What follows belongs to an exercise in optimizing a design on an open flow for small area; a production flow would make more cautious choices. The RTL was checked by simulation tests, not by an equivalence proof against the original design. Power and IR drop assume default switching activity.

==> run.sh <==
#!/bin/bash
# synth_recipe.tcl (not shown) runs the flow's synth.tcl, then flattens the netlist and writes it again
# the make line also repeats each setting of config.mk as NAME=value (left out here)
make -C /OpenROAD-flow-scripts/flow DESIGN_CONFIG=/design/flow/config.mk WORK_HOME=/design/flow/orfs CLKGATE_MAP_FILE= SYNTH_SCRIPT=/design/flow/synth_recipe.tcl finish
==> config.mk <==
export PLATFORM = sky130hd
export DESIGN_NAME = setup_param
export DESIGN_NICKNAME = setup_param
export VERILOG_FILES = /design/flow/design.v
export SDC_FILE = /design/flow/constraint.sdc
export NUM_CORES = 4
export LEC_CHECK = 0
export CAP_MARGIN = 20
export CORE_MARGIN = 2
export CORE_UTILIZATION = 40
export SLEW_MARGIN = 20
==> design.v <==
package setup_pkg;
    localparam int MAX_PASS  = 12;
    localparam int MAX_USERS = 8;
    localparam logic [3:0] KEY_A = 4'hA;
    localparam logic [3:0] KEY_B = 4'hB;
    localparam logic [3:0] BLANK = 4'hF;
    typedef logic [5:0][3:0] bcdPac_t;
    typedef logic [MAX_PASS-1:0][3:0] senhaPac_t;
    typedef struct packed {
        logic                        bip_status;
        logic [6:0]                  bip_time;
        logic [6:0]                  tranca_aut_time;
        senhaPac_t                   senha_master;
        senhaPac_t [MAX_USERS-1:0]   senha_user;
    } setupPac_t;
    typedef enum logic [2:0] {
        S_IDLE   = 3'd0,
        S_ARMED  = 3'd1,
        S_EDIT   = 3'd2,
        S_COMMIT = 3'd3,
        S_DONE   = 3'd4
    } state_t;
    localparam logic [23:0] BCD_BLANK     = {6{4'hF}};
    localparam logic [47:0] SENHA_OFF     = {MAX_PASS{4'hF}};
    localparam logic [47:0] SENHA_DEFAULT = {{(MAX_PASS-4){4'hF}}, 4'h1, 4'h2, 4'h3, 4'h4};
    function automatic logic [6:0] clamp7(input logic [6:0] v, input logic [6:0] lo,
                                          input logic [6:0] hi);
        logic [6:0] r;
        if (v < lo) begin
            r = lo;
        end else if (v > hi) begin
            r = hi;
        end else begin
            r = v;
        end
        clamp7 = r;
    endfunction
    function automatic setupPac_t setup_default();
        setup_default = {1'b1, 7'd5, 7'd5, SENHA_DEFAULT, {MAX_USERS{SENHA_OFF}}};
    endfunction
endpackage
module setup_entry_buf #(
    parameter int PASS_MAX = 12
) (
    input  logic            clk,
    input  logic            rst_n,
    input  logic            clr,
    input  logic            push,
    input  logic [3:0]      digit,
    output setup_pkg::senhaPac_t       digits,
    output logic [3:0]      count,
    output logic [4:0][3:0] view_nxt
);
    logic [4*setup_pkg::MAX_PASS-1:0] digits_r;
    logic [4*setup_pkg::MAX_PASS-1:0] digits_s;
    logic [3:0] count_r;
    logic [3:0] count_s;
    always_comb begin
        digits_s = digits_r;
        count_s  = count_r;
        if (clr) begin
            digits_s = setup_pkg::SENHA_OFF;
            count_s  = 4'd0;
        end else if (push && (count_r < 4'(PASS_MAX))) begin
            digits_s = {digits_r[4*setup_pkg::MAX_PASS-5:0], digit};
            count_s  = count_r + 4'd1;
        end else begin
            digits_s = digits_r;
            count_s  = count_r;
        end
    end
    always_ff @(posedge clk or negedge rst_n) begin
        if (!rst_n) begin
            digits_r <= setup_pkg::SENHA_OFF;
            count_r  <= 4'd0;
        end else begin
            digits_r <= digits_s;
            count_r  <= count_s;
        end
    end
    assign digits   = digits_r;
    assign count    = count_r;
    assign view_nxt = digits_s[19:0];
endmodule
module setup_param #(
    parameter int NUM_USERS      = 4,
    parameter int PASS_MAX       = 12,
    parameter int BIP_MIN        = 5,
    parameter int BIP_MAX        = 60,
    parameter int TRANCA_MIN     = 5,
    parameter int TRANCA_MAX     = 60,
    parameter int TIMEOUT_CYCLES = 500
) (
    input  logic       clk,
    input  logic       rst_n,
    input  logic       setup_on,
    input  logic [3:0] digitos_value,
    input  logic       digitos_valid,
    output logic       display_en,
    output setup_pkg::bcdPac_t    bcd_pac,
    output setup_pkg::setupPac_t  data_setup_new,
    output logic       data_setup_ok
);
    localparam logic [3:0] LAST_OPT = 4'(4 + NUM_USERS);
    if (NUM_USERS < 1 || NUM_USERS > setup_pkg::MAX_USERS || PASS_MAX < 4 || PASS_MAX > setup_pkg::MAX_PASS ||
        TIMEOUT_CYCLES < 1) begin : g_param_check
        $error("setup_param: parameter out of range");
    end
    setup_pkg::state_t          state_r;
    logic [3:0]      opt_r;
    setup_pkg::setupPac_t       work_r;
    setup_pkg::setupPac_t       setup_r;
    setup_pkg::setupPac_t       work_commit_s;
    logic [23:0]     bcd_r;
    logic            display_en_r;
    logic            ok_r;
    logic            key_digit_s;
    logic            key_a_s;
    logic            key_b_s;
    logic            buf_clr_s;
    logic            buf_push_s;
    logic            timeout_s;
    logic            pass_ok_s;
    logic [2:0]      user_idx_s;
    logic [6:0]      num_s;
    logic [47:0]     ent_digits_s;
    logic [3:0]      ent_count_s;
    logic [4:0][3:0] view_nxt_s;
    logic [3:0]      opt_next_s;
    assign key_digit_s = digitos_valid && (digitos_value <= 4'd9);
    assign key_a_s     = digitos_valid && (digitos_value == setup_pkg::KEY_A);
    assign key_b_s     = digitos_valid && (digitos_value == setup_pkg::KEY_B);
    assign buf_push_s  = (state_r == setup_pkg::S_EDIT) && key_digit_s;
    assign buf_clr_s   = (state_r == setup_pkg::S_IDLE) || (state_r == setup_pkg::S_COMMIT) ||
                         ((state_r == setup_pkg::S_EDIT) && key_a_s) || timeout_s;
    assign opt_next_s  = (opt_r == LAST_OPT) ? 4'd1 : (opt_r + 4'd1);
    setup_entry_buf #(.PASS_MAX(PASS_MAX)) u_entry_buf (
        .clk      (clk),
        .rst_n    (rst_n),
        .clr      (buf_clr_s),
        .push     (buf_push_s),
        .digit    (digitos_value),
        .digits   (ent_digits_s),
        .count    (ent_count_s),
        .view_nxt (view_nxt_s)
    );
    localparam int TW = $clog2(TIMEOUT_CYCLES + 1);
    logic [TW-1:0] idle_cnt_r;
    always_ff @(posedge clk or negedge rst_n) begin
        if (!rst_n) begin
            idle_cnt_r <= '0;
        end else if (((state_r == setup_pkg::S_ARMED) || (state_r == setup_pkg::S_EDIT)) && !digitos_valid) begin
            idle_cnt_r <= idle_cnt_r + TW'(1);
        end else begin
            idle_cnt_r <= '0;
        end
    end
    assign timeout_s = ((state_r == setup_pkg::S_ARMED) || (state_r == setup_pkg::S_EDIT)) && !digitos_valid &&
                       (idle_cnt_r == TW'(TIMEOUT_CYCLES - 1));
    assign num_s      = (ent_count_s >= 4'd2) ?
                        (7'(ent_digits_s[7:4]) * 7'd10 + 7'(ent_digits_s[3:0])) :
                        7'(ent_digits_s[3:0]);
    assign pass_ok_s  = (ent_count_s >= 4'd4) && (ent_count_s <= 4'(PASS_MAX));
    assign user_idx_s = 3'(opt_r - 4'd5);
    always_comb begin
        work_commit_s = work_r;
        if (ent_count_s == 4'd0) begin
            work_commit_s = work_r;
        end else begin
            case (opt_r)
                4'd1: work_commit_s.bip_status = (ent_digits_s[3:0] != 4'd0);
                4'd2: work_commit_s.bip_time = setup_pkg::clamp7(num_s, 7'(BIP_MIN), 7'(BIP_MAX));
                4'd3: work_commit_s.tranca_aut_time =
                          setup_pkg::clamp7(num_s, 7'(TRANCA_MIN), 7'(TRANCA_MAX));
                4'd4: begin
                    if (pass_ok_s) begin
                        work_commit_s.senha_master = ent_digits_s;
                    end else begin
                        work_commit_s.senha_master = work_r.senha_master;
                    end
                end
                default: begin
                    if ((opt_r >= 4'd5) && (opt_r <= LAST_OPT) && pass_ok_s) begin
                        work_commit_s.senha_user[user_idx_s] = ent_digits_s;
                    end else begin
                        work_commit_s = work_r;
                    end
                end
            endcase
        end
    end
    always_ff @(posedge clk or negedge rst_n) begin
        if (!rst_n) begin
            state_r      <= setup_pkg::S_IDLE;
            opt_r        <= 4'd0;
            work_r       <= setup_pkg::setup_default();
            setup_r      <= setup_pkg::setup_default();
            bcd_r        <= setup_pkg::BCD_BLANK;
            display_en_r <= 1'b0;
            ok_r         <= 1'b0;
        end else begin
            ok_r <= 1'b0;
            case (state_r)
                setup_pkg::S_IDLE: begin
                    if (setup_on) begin
                        work_r       <= setup_r;
                        display_en_r <= 1'b1;
                        bcd_r        <= setup_pkg::BCD_BLANK;
                        state_r      <= setup_pkg::S_ARMED;
                    end
                end
                setup_pkg::S_ARMED: begin
                    if (timeout_s) begin
                        display_en_r <= 1'b0;
                        bcd_r        <= setup_pkg::BCD_BLANK;
                        state_r      <= setup_pkg::S_IDLE;
                    end else if (key_a_s) begin
                        opt_r   <= 4'd1;
                        bcd_r   <= {4'd1, {5{setup_pkg::BLANK}}};
                        state_r <= setup_pkg::S_EDIT;
                    end else if (key_b_s) begin
                        state_r <= setup_pkg::S_COMMIT;
                    end
                end
                setup_pkg::S_EDIT: begin
                    if (timeout_s) begin
                        display_en_r <= 1'b0;
                        bcd_r        <= setup_pkg::BCD_BLANK;
                        state_r      <= setup_pkg::S_IDLE;
                    end else if (key_a_s) begin
                        work_r <= work_commit_s;
                        opt_r  <= opt_next_s;
                        bcd_r  <= {opt_next_s, {5{setup_pkg::BLANK}}};
                    end else if (key_b_s) begin
                        state_r <= setup_pkg::S_COMMIT;
                    end else if (key_digit_s) begin
                        bcd_r[19:0] <= view_nxt_s;
                    end
                end
                setup_pkg::S_COMMIT: begin
                    work_r  <= work_commit_s;
                    state_r <= setup_pkg::S_DONE;
                end
                setup_pkg::S_DONE: begin
                    setup_r      <= work_r;
                    ok_r         <= 1'b1;
                    display_en_r <= 1'b0;
                    bcd_r        <= setup_pkg::BCD_BLANK;
                    state_r      <= setup_pkg::S_IDLE;
                end
                default: begin
                    display_en_r <= 1'b0;
                    bcd_r        <= setup_pkg::BCD_BLANK;
                    state_r      <= setup_pkg::S_IDLE;
                end
            endcase
        end
    end
    assign display_en     = display_en_r;
    assign bcd_pac        = bcd_r;
    assign data_setup_new = setup_r;
    assign data_setup_ok  = ok_r;
endmodule
==> constraint.sdc <==
create_clock -name core_clock -period 10.0 [get_ports {clk}]
set_input_delay 2.0000 -clock core_clock [delete_from_list [all_inputs] [get_ports {clk}]]
set_output_delay 2.0000 -clock core_clock [all_outputs]
set_load 0.01 [all_outputs]
==> flow_summary_export.csv <==
group,metric,value,unit
yosys,ys_ff_latch,988,
global_routing,grt.overflow.total,0,
yosys,synth_cells,4040,
drt,wirelength,166,mm
floorplanning,dieArea,120000,um^2
critical_path,r2r_start,"opt_r[0]",
yosys,yosys_most_used_dff,"dfstp_2",
layout,layout_common_cells,"dfstp_2 (924), mux2_2 (487), clkdlybuf4s50_1 (479)",
critical_path,critPathKind,"flip-flop to flip-flop",
clock_network,root_buffer,"clkbuf_16",
floorplanning,io_pins,481,
sta,setup_viol,0,
power,p_leak,21.7,nW
clock_network,cts_buffer_depth,3,
global_routing,grt_max_degree,172,
sta,holdWs,0.464,ns
critical_path,start_kind,"flip-flop",
placement,placed_area,52900,um^2
layout,syn2layout_area_growth,21.3,%
yosys,synth-edff-count,0,
status,status,"complete, no violations",
layout,final_area,56800,um^2
placement,gp_congestion,0.920,
sta,slew_headroom,17.1,%
critical_path,cp-end-kind,"flip-flop",
sta,finalCriticalPeriod,7.95,ns
yosys,avgSynthCellArea,11.6,um^2
layout,instances_no_fill,5960,
sta,postLayoutSetupSlackWorst,2.05,ns
drt,ant_nets,0,
clock_network,cts_sinks,988,
floorplanning,die_w,346,um
critical_path,worstPathArrival,8.56,ns
yosys,seq_area_frac_synth,55.3,%
placement,dp_cells,5761,
job,drv_cap,0,
sta,drv_slew,0,
drt,drc,0,
layout,finalNetCount,4378,
clock_network,numCtsBuffers,109,
critical_path,critical_path_required,10.61,ns
drt,via_per_inst,6.04,
global_routing,antenna_found_initial,4,
clock_network,clkTransAtPathRegs,0.06,ns
min_path,hold_path_startpoint,"work_r[302]",
sta,worst_pin_slew,1.24,ns
yosys,syn_area,46800,um^2
sta,hold_violations,0,
critical_path,cp-startpoint,"opt_r[0]",
yosys,synth.distinct_cells,98,
floorplanning,num_rows,125,
sta,max_freq,126,MHz
floorplanning,core_area,116000,um^2
clock_network,cts_tree,"yes",
yosys,ys_warn_count,2,
global_routing,grt_pass1_wl,244,mm
layout,n_antenna_cell,0,
yosys,synthArstFlopShare,100,%
clock_network,clkLatencyLatePin,0.71,ns
sta,tns,0,ns
drt,via_count,36000,
drt,first_pass_iters,6,
drt,drtIter0Drc,3289,
clock_network,cts_resized,0,
placement,place_ws,2.28,ns
floorplanning,fp.dieH,346,um
critical_path,crit_fanout,89,
min_path,min-delay-path-class,"flip-flop to flip-flop",
global_routing,grt_pass1_vias,35100,
sta,skew,0.0338,ns
placement,dp_hpwl,106,mm
power,powerDensity,232,nW/um^2
clock_network,cts_hold_buf,0,
layout,mostFrequentLayoutCell,"dfstp_2",
global_routing,grt_usage,26.9,%
drt,wire_per_inst,27.8,um
power,vdd_drop_max,0.146,mV
clock_network,post-cts-setup-buffer-count,0,
yosys,synth_fp_nets,4070,
clock_network,h-tree-depth,3,
sta,grt_setup_unrepaired,"false",
layout,drive_gt1_share,39.2,%
placement,port_buffers,480,
sta,finalCritPeriodShare,79.5,%
floorplanning,start_util,40.3,%
==> routing by layer <==
layer / share of wire [%] / wire length, um / vias up / global-route usage [%]
met1: 43 / 71100 / 18600 / 37.3
li1: - / - / 15700 / -
met3: 8.3 / 13800 / 249 / 6.55
met2: 45 / 74800 / 1447 / 40.8
met4: 3.5 / 5830 / 4 / 9.74
met5: 0.014 / 23 / - / 0
==> critical path: stages, from the launching register on <==
cell	delay (ns)
dfrtp_4	1.04
clkinv_1	0.61
ha_1	0.43
xor2_2	0.77
inv_2	0.50
fa_1	0.63
xnor3_2	0.44
nor3_1	0.09
ha_1	0.61
inv_1	0.27
nor2_1	0.45
nand3_2	0.61
or2_1	0.76
buf_4	0.36
o211ai_1	0.20
==> state kept, by name, indices dropped and copies added (netlist names) <==
name                  cells
idle_cnt_r                9
state_r                   3
display_en_r              1
u_entry_buf.digits_r     48
setup_r                 447
opt_r                     4
u_entry_buf.count_r       4
ok_r                      1
bcd_r                    24
work_r                  447
==> metrics by stage <==
step	power, mW	util [%]
after floorplan	7.36	-
after global placement	8.81	45.5
after detailed placement	8.89	45.5
after CTS	13.2	48.8
after global routing	13.7	48.8
final	13.1	48.8
==> final cells by class <==
cell class | count | area (um^2)
repair buffers | 564 | 5540
flip-flops and latches | 988 | 25900
clock buffers | 150 | 3160
clock inverters | 49 | 646
inverters | 80 | 300
multi-input cells | 2605 | 19300
well taps | 1524 | 1910
fillers | 10400 | 59400
==> logic make-up after synthesis <==
kind of cell	Yosys count	synth area share (%)
compound gates	1195	18.7
flops	988	55.3
simple gates	815	7.86
mux	557	13.2
buf+inv	447	3.85
fa+ha+maj	22	0.636
xor+xnor	16	0.473
==> synth_stat cells, types with 17 or more instances <==
| master | n | area share, % |
|---|---|---|
| a22o_1 | 36 | 0.67 |
| a31oi_1 | 19 | 0.25 |
| nand2_1 | 368 | 3.0 |
| o22ai_1 | 18 | 0.24 |
| nand3_1 | 26 | 0.28 |
| nand3b_1 | 21 | 0.34 |
| a211oi_1 | 19 | 0.30 |
| nand2b_1 | 26 | 0.35 |
| mux2_2 | 487 | 12 |
| a221o_1 | 86 | 1.8 |
| inv_1 | 78 | 0.63 |
| o2bb2ai_1 | 100 | 1.9 |
| o32ai_1 | 19 | 0.36 |
| a221oi_1 | 52 | 0.97 |
| o211ai_1 | 134 | 2.1 |
| dfstp_2 | 924 | 52 |
| o221ai_1 | 21 | 0.39 |
| mux2i_1 | 69 | 1.5 |
| ha_1 | 19 | 0.51 |
| clkbuf_1 | 264 | 2.1 |
| a32o_1 | 17 | 0.36 |
| o21ai_0 | 291 | 3.1 |
| a22oi_1 | 117 | 1.9 |
| a2bb2oi_1 | 20 | 0.37 |
| nor2_1 | 192 | 1.5 |
| dfrtp_1 | 64 | 3.4 |
| nor3_1 | 95 | 1.0 |
| a21o_1 | 19 | 0.30 |
| a21oi_1 | 85 | 0.91 |
| buf_2 | 78 | 0.83 |
| buf_1 | 18 | 0.14 |
==> final timing paths <==
path / endpoint / slack [ns] / depth (start not counted)
worst max-delay path: work_r[106] / 2.05 / 14
worst min-delay path: work_r[302] / 0.46 / 2
worst max register to register: work_r[106] / 2.05 / 14
worst min register to register: work_r[302] / 0.46 / 2
max in group asynchronous: ok_r / 6.48 / 3
min in group asynchronous: setup_r[235] / 1.75 / 1
==> report_power, final <==
group / total (mW) / internal [mW] / switching (mW) / leakage (nW)
clock: 4.29 / 2.57 / 1.72 / 1.89
combinational: 3.02 / 1.31 / 1.71 / 9.37
sequential: 5.83 / 5.22 / 0.617 / 10.4
total: 13.1 / 9.09 / 4.05 / 21.7

[separate check: timing with driven ports]
The results above use ideal ports. As a check the final layout listed here was re-extracted and re-timed, cells and wires unchanged. Step 1, drivers: a clkbuf_16 drives clk and a buf_2 each remaining input, both assumed. Step 2 also shifts input and output timing later by t, the mid clock arrival at the registers, as if the neighbouring blocks saw the same clock. Slacks: no drivers / after step 1 / after step 2; pairs: no drivers / after step 1.
t (ns): 0.782
setup WS [ns]: 2.048 / 2.048 / 2.048
cell pins on the clock port's net: 1
After both steps this run still meets setup and hold. The setup slack of this run moves by 0.000 ns with the drivers and by 0.000 ns with both steps.
